Context: an optimization exercise on an open-source flow, tuned for small area and a short achievable clock period. The choices shown serve that exercise and are no tape-out recipe.
In this exercise RTL edits were held to simulation tests only and were not proved equivalent to the original.

==> job 6247: inputs <==
## audio_fifo_bridge
module audio_fifo_bridge
#(
	parameter int SAMPLE_W = 32,
	parameter int DEPTH    = 64
)
(
	input  logic                         CLOCK_50,
	input  logic                         ar,
	input  logic                         adc_lrck,
	input  logic [SAMPLE_W-1:0]          adc_sample,
	input  logic                         dac_lrck,
	output logic [SAMPLE_W-1:0]          dac_sample,
	input  logic [audio_pkg::CTRL_W-1:0] host_ctrl,
	input  logic [SAMPLE_W-1:0]          host_dac_data,
	output logic [SAMPLE_W-1:0]          host_adc_data,
	output audio_pkg::audio_status_t     host_status
);
==> module sample_fifo, before the edit <==
module sample_fifo
#(
	parameter int SAMPLE_W = 32,
	parameter int DEPTH    = 128
)
(
	input  logic                   CLOCK_50,
	input  logic                   ar,
	input  audio_pkg::fifo_req_t   req,
	input  logic [SAMPLE_W-1:0]    data,
	output logic [SAMPLE_W-1:0]    q,
	output audio_pkg::fifo_flags_t flags
);
	localparam int AW = $clog2(DEPTH);
	localparam int CNT_W = AW + 1;
	localparam int SLOTS = DEPTH - 1;
	logic [SLOTS-1:0][SAMPLE_W-1:0] mem;
	logic [AW-1:0] wr_ptr;
	logic [SLOTS-1:0] rd_sel;
	logic [CNT_W-1:0] count;
	logic full_q;
	logic half_q;
	logic empty_q;
	logic many_q;
	logic do_wr;
	logic do_rd;
	logic mem_wr;
	logic inc;
	logic dec;
	logic [SAMPLE_W-1:0] slot_word;
	logic [SAMPLE_W-1:0] next_head;
	assign do_rd = req.rd && !req.clr && !empty_q;
	assign do_wr = req.wr && !req.clr && !full_q;
	assign inc = do_wr && !do_rd;
	assign dec = do_rd && !do_wr;
	assign mem_wr = do_wr && !empty_q && (many_q || !do_rd);
	always_ff @(posedge CLOCK_50 or negedge ar)
	begin
		if (!ar)
		begin
			wr_ptr  <= '0;
			rd_sel  <= SLOTS'(1);
			count   <= '0;
			full_q  <= 1'b0;
			half_q  <= 1'b0;
			empty_q <= 1'b1;
			many_q  <= 1'b0;
		end
		else if (req.clr)
		begin
			wr_ptr  <= '0;
			rd_sel  <= SLOTS'(1);
			count   <= '0;
			full_q  <= 1'b0;
			half_q  <= 1'b0;
			empty_q <= 1'b1;
			many_q  <= 1'b0;
		end
		else
		begin
			if (mem_wr)
				wr_ptr <= (wr_ptr == AW'(SLOTS - 1)) ? '0 : wr_ptr + 1'b1;
			if (do_rd && many_q)
			begin
				rd_sel <= {rd_sel[SLOTS-2:0], rd_sel[SLOTS-1]};
			end
			if (inc)
				count <= count + 1'b1;
			else if (dec)
				count <= count - 1'b1;
			if (inc)
			begin
				full_q  <= full_q  || (count == CNT_W'(DEPTH - 1));
				half_q  <= half_q  || (count == CNT_W'(DEPTH / 2 - 1));
				empty_q <= 1'b0;
				many_q  <= many_q  || (count == CNT_W'(1));
			end
			else if (dec)
			begin
				full_q  <= 1'b0;
				half_q  <= half_q  && (count != CNT_W'(DEPTH / 2));
				empty_q <= (count == CNT_W'(1));
				many_q  <= many_q  && (count != CNT_W'(2));
			end
		end
	end
	always_ff @(posedge CLOCK_50)
	begin
		for (int i = 0; i < SLOTS; i++)
			if (req.wr && !full_q && (wr_ptr == AW'(i)))
				mem[i] <= data;
	end
	sample_rd_mux #(
		.SAMPLE_W(SAMPLE_W),
		.SLOTS   (SLOTS)
	) u_rd_mux
	(
		.mem(mem),
		.sel(rd_sel),
		.q  (slot_word)
	);
	always_ff @(posedge CLOCK_50)
	begin
		if (req.wr && !many_q)
			next_head <= data;
		else
			next_head <= slot_word;
	end
	always_ff @(posedge CLOCK_50 or negedge ar)
	begin
		if (!ar)
			q <= '0;
		else if (do_rd && many_q)
			q <= next_head;
		else if (do_wr && (empty_q || do_rd))
			q <= data;
	end
	always_comb
	begin
		flags.full  = full_q;
		flags.half  = half_q;
		flags.empty = empty_q;
	end
endmodule
==> module sample_rd_mux, before the edit <==
module sample_rd_mux
#(
	parameter int SAMPLE_W = 32,
	parameter int SLOTS    = 63
)
(
	input  logic [SLOTS-1:0][SAMPLE_W-1:0] mem,
	input  logic [SLOTS-1:0]               sel,
	output logic [SAMPLE_W-1:0]            q
);
	always_comb
	begin
		q = '0;
		for (int i = 0; i < SLOTS; i++)
			q = q | (mem[i] & {SAMPLE_W{sel[i]}});
	end
endmodule
Settings: LEC_CHECK=0, CAP_MARGIN=20, CORE_MARGIN=2, CORE_UTILIZATION=45, CTS_CLUSTER_DIAMETER=80, CTS_CLUSTER_SIZE=30, PLACE_DENSITY=0.6, SETUP_SLACK_MARGIN=1.6, SLEW_MARGIN=20; clock period 4.0 ns.
standard.sh (not shown) runs the stock make flow with config.mk's settings and CLKGATE_MAP_FILE= SYNTH_SCRIPT=/design/flow/synth_recipe.tcl, a recipe that flattens the netlist after the stock synthesis.
==> flow/flow/run.sh <==
#!/bin/bash
set -euo pipefail
export BUFFER_PORTS_ARGS="-buffer_cell sky130_fd_sc_hd__buf_4"
# ORFS keeps each step's full log under orfs/logs/; make's own output goes here
bash standard.sh > standard.log 2>&1
==> inputs of job 2448, as changes to job 6247 <==
--- a/flow/design.v
+++ b/flow/design.v
@@ -102,6 +102,5 @@
 	localparam int CNT_W = AW + 1;
-	localparam int SLOTS = DEPTH - 1;
-	logic [SLOTS-1:0][SAMPLE_W-1:0] mem;
+	logic [SAMPLE_W-1:0] mem [DEPTH];
 	logic [AW-1:0] wr_ptr;
-	logic [SLOTS-1:0] rd_sel;
+	logic [AW-1:0] rd_nxt;
 	logic [CNT_W-1:0] count;
@@ -111,8 +110,9 @@
 	logic many_q;
+	logic                stg_we;
+	logic [AW-1:0]       stg_addr;
+	logic [SAMPLE_W-1:0] stg_data;
 	logic do_wr;
 	logic do_rd;
-	logic mem_wr;
 	logic inc;
 	logic dec;
-	logic [SAMPLE_W-1:0] slot_word;
 	logic [SAMPLE_W-1:0] next_head;
@@ -122,3 +122,2 @@
 	assign dec = do_rd && !do_wr;
-	assign mem_wr = do_wr && !empty_q && (many_q || !do_rd);
 	always_ff @(posedge CLOCK_50 or negedge ar)
@@ -128,3 +127,3 @@
 			wr_ptr  <= '0;
-			rd_sel  <= SLOTS'(1);
+			rd_nxt  <= AW'(1);
 			count   <= '0;
@@ -138,3 +137,3 @@
 			wr_ptr  <= '0;
-			rd_sel  <= SLOTS'(1);
+			rd_nxt  <= AW'(1);
 			count   <= '0;
@@ -147,8 +146,6 @@
 		begin
-			if (mem_wr)
-				wr_ptr <= (wr_ptr == AW'(SLOTS - 1)) ? '0 : wr_ptr + 1'b1;
-			if (do_rd && many_q)
-			begin
-				rd_sel <= {rd_sel[SLOTS-2:0], rd_sel[SLOTS-1]};
-			end
+			if (do_wr)
+				wr_ptr <= wr_ptr + 1'b1;
+			if (do_rd)
+				rd_nxt <= rd_nxt + 1'b1;
 			if (inc)
@@ -173,24 +170,20 @@
 	end
+	always_ff @(posedge CLOCK_50 or negedge ar)
+	begin
+		if (!ar)
+			stg_we <= 1'b0;
+		else
+			stg_we <= do_wr;
+	end
 	always_ff @(posedge CLOCK_50)
 	begin
-		for (int i = 0; i < SLOTS; i++)
-			if (req.wr && !full_q && (wr_ptr == AW'(i)))
-				mem[i] <= data;
-	end
-	sample_rd_mux #(
-		.SAMPLE_W(SAMPLE_W),
-		.SLOTS   (SLOTS)
-	) u_rd_mux
-	(
-		.mem(mem),
-		.sel(rd_sel),
-		.q  (slot_word)
-	);
+		stg_addr <= wr_ptr;
+		stg_data <= data;
+	end
 	always_ff @(posedge CLOCK_50)
 	begin
-		if (req.wr && !many_q)
-			next_head <= data;
-		else
-			next_head <= slot_word;
-	end
+		if (stg_we)
+			mem[stg_addr] <= stg_data;
+	end
+	assign next_head = (stg_we && (stg_addr == rd_nxt)) ? stg_data : mem[rd_nxt];
 	always_ff @(posedge CLOCK_50 or negedge ar)
@@ -209,19 +202,2 @@
 		flags.empty = empty_q;
-	end
-endmodule
-module sample_rd_mux
-#(
-	parameter int SAMPLE_W = 32,
-	parameter int SLOTS    = 63
-)
-(
-	input  logic [SLOTS-1:0][SAMPLE_W-1:0] mem,
-	input  logic [SLOTS-1:0]               sel,
-	output logic [SAMPLE_W-1:0]            q
-);
-	always_comb
-	begin
-		q = '0;
-		for (int i = 0; i < SLOTS; i++)
-			q = q | (mem[i] & {SAMPLE_W{sel[i]}});
 	end
==> flow/run.sh (new file) <==
#!/bin/bash
# synth_recipe.tcl (not shown) runs the flow's synth.tcl, then flattens the netlist and writes it again
# the make line also repeats each setting of config.mk as NAME=value (left out here)
make -C /OpenROAD-flow-scripts/flow DESIGN_CONFIG=/design/flow/config.mk WORK_HOME=/design/flow/orfs CLKGATE_MAP_FILE= SYNTH_SCRIPT=/design/flow/synth_recipe.tcl finish
CTS_CLUSTER_DIAMETER = unset   (was 80)
CTS_CLUSTER_SIZE = unset   (was 30)
SETUP_SLACK_MARGIN = unset   (was 1.6)
removed: flow/flow/run.sh
removed: flow/standard.sh
==> notes.md <==
hold buffer count at cts=5; routability cong.=0.882; post-route ant nets=1; SO Viols=antenna rules; status=failed layout checks
Source of the figures above: job 6247

==> notes.md <==
met2 routed WL=205,000 µm; status=failed layout checks; SO Viols=antenna rules; post-route ant nets=1; hold buffer count at cts=1; top cell type's share of synthesized area=0.747; routability cong.=0.818; row count=between 200 and 250
Source of the figures above: job 2448


========
==> inputs of exp/nickel <==
audio_fifo_bridge, a different RTL version from the one above (not shown whole).
==> module sample_fifo, before the edit <==
module sample_fifo
#(
	parameter int SAMPLE_W = 32,
	parameter int DEPTH    = 128
)
(
	input  logic                   CLOCK_50,
	input  logic                   ar,
	input  audio_pkg::fifo_req_t   req,
	input  logic [SAMPLE_W-1:0]    data,
	output logic [SAMPLE_W-1:0]    q,
	output audio_pkg::fifo_flags_t flags
);
	localparam int AW = $clog2(DEPTH);
	localparam int CNT_W = AW + 1;
	logic [SAMPLE_W-1:0] mem [DEPTH];
	logic [AW-1:0] wr_ptr;
	logic [AW-1:0] rd_ptr;
	logic [AW-1:0] rd_ptr_inc;
	logic [CNT_W-1:0] count;
	logic do_wr;
	logic do_rd;
	assign rd_ptr_inc = rd_ptr + 1'b1;
	assign do_rd = req.rd && !req.clr && (count != '0);
	assign do_wr = req.wr && !req.clr && (count != CNT_W'(DEPTH));
	always_ff @(posedge CLOCK_50 or negedge ar)
	begin
		if (!ar)
		begin
			wr_ptr <= '0;
			rd_ptr <= '0;
			count  <= '0;
		end
		else if (req.clr)
		begin
			wr_ptr <= '0;
			rd_ptr <= '0;
			count  <= '0;
		end
		else
		begin
			if (do_wr)
				wr_ptr <= wr_ptr + 1'b1;
			if (do_rd)
				rd_ptr <= rd_ptr_inc;
			case ({do_wr, do_rd})
				2'b10:   count <= count + 1'b1;
				2'b01:   count <= count - 1'b1;
				default: count <= count;
			endcase
		end
	end
	always_ff @(posedge CLOCK_50)
	begin
		if (do_wr)
			mem[wr_ptr] <= data;
	end
	always_ff @(posedge CLOCK_50 or negedge ar)
	begin
		if (!ar)
			q <= '0;
		else if (do_rd && (count > CNT_W'(1)))
			q <= mem[rd_ptr_inc];
		else if (do_wr && ((count == '0) || do_rd))
			q <= data;
	end
	always_comb
	begin
		flags.full  = (count == CNT_W'(DEPTH));
		flags.half  = (count >= CNT_W'(DEPTH / 2));
		flags.empty = (count == '0);
	end
endmodule
clock: 4.0 ns
lec_check: 0
cap_margin: 20
core_margin: 2
core_utilization: 45
place_density: 0.6
slew_margin: 20
run.sh (not shown) runs the stock make flow with config.mk's settings and CLKGATE_MAP_FILE= SYNTH_SCRIPT=/design/flow/synth_recipe.tcl, a recipe that flattens the netlist after the stock synthesis.
Stock flow here: none of the scripts above is used.
==> exp/umber: changes against exp/nickel <==
--- a/flow/design.v
+++ b/flow/design.v
@@ -101,45 +101,101 @@
 	localparam int AW = $clog2(DEPTH);
 	localparam int CNT_W = AW + 1;
-	logic [SAMPLE_W-1:0] mem [DEPTH];
+	localparam int LO_W = AW / 2;
+	localparam int HI_W = AW - LO_W;
+	localparam int LO_N = 1 << LO_W;
+	localparam int HI_N = 1 << HI_W;
+	localparam int SLOTS = DEPTH - 1;
+	logic [SAMPLE_W-1:0] mem [SLOTS];
 	logic [AW-1:0] wr_ptr;
-	logic [AW-1:0] rd_ptr;
-	logic [AW-1:0] rd_ptr_inc;
+	logic [LO_N-1:0] rd_lo;
+	logic [HI_N-1:0] rd_hi;
 	logic [CNT_W-1:0] count;
+	logic full_q;
+	logic half_q;
+	logic empty_q;
+	logic many_q;
 	logic do_wr;
 	logic do_rd;
-	assign rd_ptr_inc = rd_ptr + 1'b1;
-	assign do_rd = req.rd && !req.clr && (count != '0);
-	assign do_wr = req.wr && !req.clr && (count != CNT_W'(DEPTH));
+	logic mem_wr;
+	logic inc;
+	logic dec;
+	logic [SAMPLE_W-1:0] next_head;
+	assign do_rd = req.rd && !req.clr && !empty_q;
+	assign do_wr = req.wr && !req.clr && !full_q;
+	assign inc = do_wr && !do_rd;
+	assign dec = do_rd && !do_wr;
+	assign mem_wr = do_wr && !empty_q && (many_q || !do_rd);
 	always_ff @(posedge CLOCK_50 or negedge ar)
 	begin
 		if (!ar)
 		begin
-			wr_ptr <= '0;
-			rd_ptr <= '0;
-			count  <= '0;
+			wr_ptr  <= '0;
+			rd_lo   <= LO_N'(1);
+			rd_hi   <= HI_N'(1);
+			count   <= '0;
+			full_q  <= 1'b0;
+			half_q  <= 1'b0;
+			empty_q <= 1'b1;
+			many_q  <= 1'b0;
 		end
 		else if (req.clr)
 		begin
-			wr_ptr <= '0;
-			rd_ptr <= '0;
-			count  <= '0;
+			wr_ptr  <= '0;
+			rd_lo   <= LO_N'(1);
+			rd_hi   <= HI_N'(1);
+			count   <= '0;
+			full_q  <= 1'b0;
+			half_q  <= 1'b0;
+			empty_q <= 1'b1;
+			many_q  <= 1'b0;
 		end
 		else
 		begin
-			if (do_wr)
-				wr_ptr <= wr_ptr + 1'b1;
-			if (do_rd)
-				rd_ptr <= rd_ptr_inc;
-			case ({do_wr, do_rd})
-				2'b10:   count <= count + 1'b1;
-				2'b01:   count <= count - 1'b1;
-				default: count <= count;
-			endcase
+			if (mem_wr)
+				wr_ptr <= (wr_ptr == AW'(SLOTS - 1)) ? '0 : wr_ptr + 1'b1;
+			if (do_rd && many_q)
+			begin
+				if (rd_hi[HI_N-1] && rd_lo[LO_N-2])
+				begin
+					rd_lo <= LO_N'(1);
+					rd_hi <= HI_N'(1);
+				end
+				else
+				begin
+					rd_lo <= {rd_lo[LO_N-2:0], rd_lo[LO_N-1]};
+					if (rd_lo[LO_N-1])
+						rd_hi <= {rd_hi[HI_N-2:0], rd_hi[HI_N-1]};
+				end
+			end
+			if (inc)
+				count <= count + 1'b1;
+			else if (dec)
+				count <= count - 1'b1;
+			if (inc)
+			begin
+				full_q  <= full_q  || (count == CNT_W'(DEPTH - 1));
+				half_q  <= half_q  || (count == CNT_W'(DEPTH / 2 - 1));
+				empty_q <= 1'b0;
+				many_q  <= many_q  || (count == CNT_W'(1));
+			end
+			else if (dec)
+			begin
+				full_q  <= 1'b0;
+				half_q  <= half_q  && (count != CNT_W'(DEPTH / 2));
+				empty_q <= (count == CNT_W'(1));
+				many_q  <= many_q  && (count != CNT_W'(2));
+			end
 		end
 	end
 	always_ff @(posedge CLOCK_50)
 	begin
-		if (do_wr)
+		if (req.wr && !full_q)
 			mem[wr_ptr] <= data;
+	end
+	always_comb
+	begin
+		next_head = '0;
+		for (int i = 0; i < SLOTS; i++)
+			next_head = next_head | (mem[i] & {SAMPLE_W{rd_hi[i / LO_N] & rd_lo[i % LO_N]}});
 	end
 	always_ff @(posedge CLOCK_50 or negedge ar)
@@ -147,14 +203,14 @@
 		if (!ar)
 			q <= '0;
-		else if (do_rd && (count > CNT_W'(1)))
-			q <= mem[rd_ptr_inc];
-		else if (do_wr && ((count == '0) || do_rd))
+		else if (do_rd && many_q)
+			q <= next_head;
+		else if (do_wr && (empty_q || do_rd))
 			q <= data;
 	end
 	always_comb
 	begin
-		flags.full  = (count == CNT_W'(DEPTH));
-		flags.half  = (count >= CNT_W'(DEPTH / 2));
-		flags.empty = (count == '0);
+		flags.full  = full_q;
+		flags.half  = half_q;
+		flags.empty = empty_q;
 	end
 endmodule
CTS_CLUSTER_DIAMETER = 80   (was default)
CTS_CLUSTER_SIZE = 30   (was default)
SETUP_SLACK_MARGIN = 1.5   (was default)
==> results.toml <==
[clocking]
clock_sinks = 4166

[layout]
multi_input_area_sq_mm = 0.02877
seq_area_share_pct = 70.26
fillCellCount = 26811

[sta]
clock_skew_ns = 0.05465

[floorplan]
die_w_microns = 588.5

[placed_design]
hpwl_mm = 333.7

[run_status]
status = "no timing/DRC/antenna violations"

[worst_setup_path]
r2r_start = "adc_fifo.rd_hi[2]"
the above is filed under exp/umber

==> results.toml <==
[sta]
clock_skew_ns = 0.1253

[run_status]
status = "no timing/DRC/antenna violations"

[layout]
multi_input_area_sq_mm = 0.03528
seq_area_share_pct = 67.05
fillCellCount = 27526

[clocking]
clock_sinks = 4202

[power_and_ir_drop]
seqPwrFrac_pct = 49.8

[worst_setup_path]
r2r_start = "adc_fifo.rd_ptr[0]"

[floorplan]
die_w_microns = 603.9

[placed_design]
hpwl_mm = 232.6
the above is filed under exp/nickel

==> separate check: timing with driven ports <==
In the flow no input, the clock included, has a driving cell. The finished layouts below were timed again as built, in two steps. Step 1 (the two cells are an assumption about what drives the block):
set clk [get_ports {CLOCK_50}]
set_driving_cell -lib_cell sky130_fd_sc_hd__clkbuf_16 $clk
set_driving_cell -lib_cell sky130_fd_sc_hd__buf_2 [delete_from_list [all_inputs] $clk]
Step 2 also shifts input and output timing later by t, the mid clock arrival at the registers, as if the neighbouring blocks saw the same clock. Slacks: no drivers / after step 1 / after step 2; pairs: no drivers / after step 1.
| run | t (ns) | slack for setup (ns) | clock arrival spread, ns | worst register clock-pin slew, ns | cell pins on the clock port's net |
|---|---|---|---|---|---|
| job 6247 | 1.066 | 1.448 / 1.373 / 0.508 | 0.098 / 0.097 | 0.12 / 0.12 | 1 |
| job 2448 | 1.058 | 0.665 / 0.665 / 0.418 | 0.062 / 0.062 | 0.07 / 0.07 | 1 |
| exp/nickel | 1.023 | 0.235 / 0.129 / 0.186 | 0.129 / 0.130 | 0.07 / 0.07 | 1 |
| exp/umber | 1.040 | 1.351 / 1.351 / 0.421 | 0.079 / 0.080 | 0.12 / 0.12 | 1 |
The setup slack of job 6247, which loses most, moves by -0.075 ns with the drivers and by -0.940 ns with both steps.
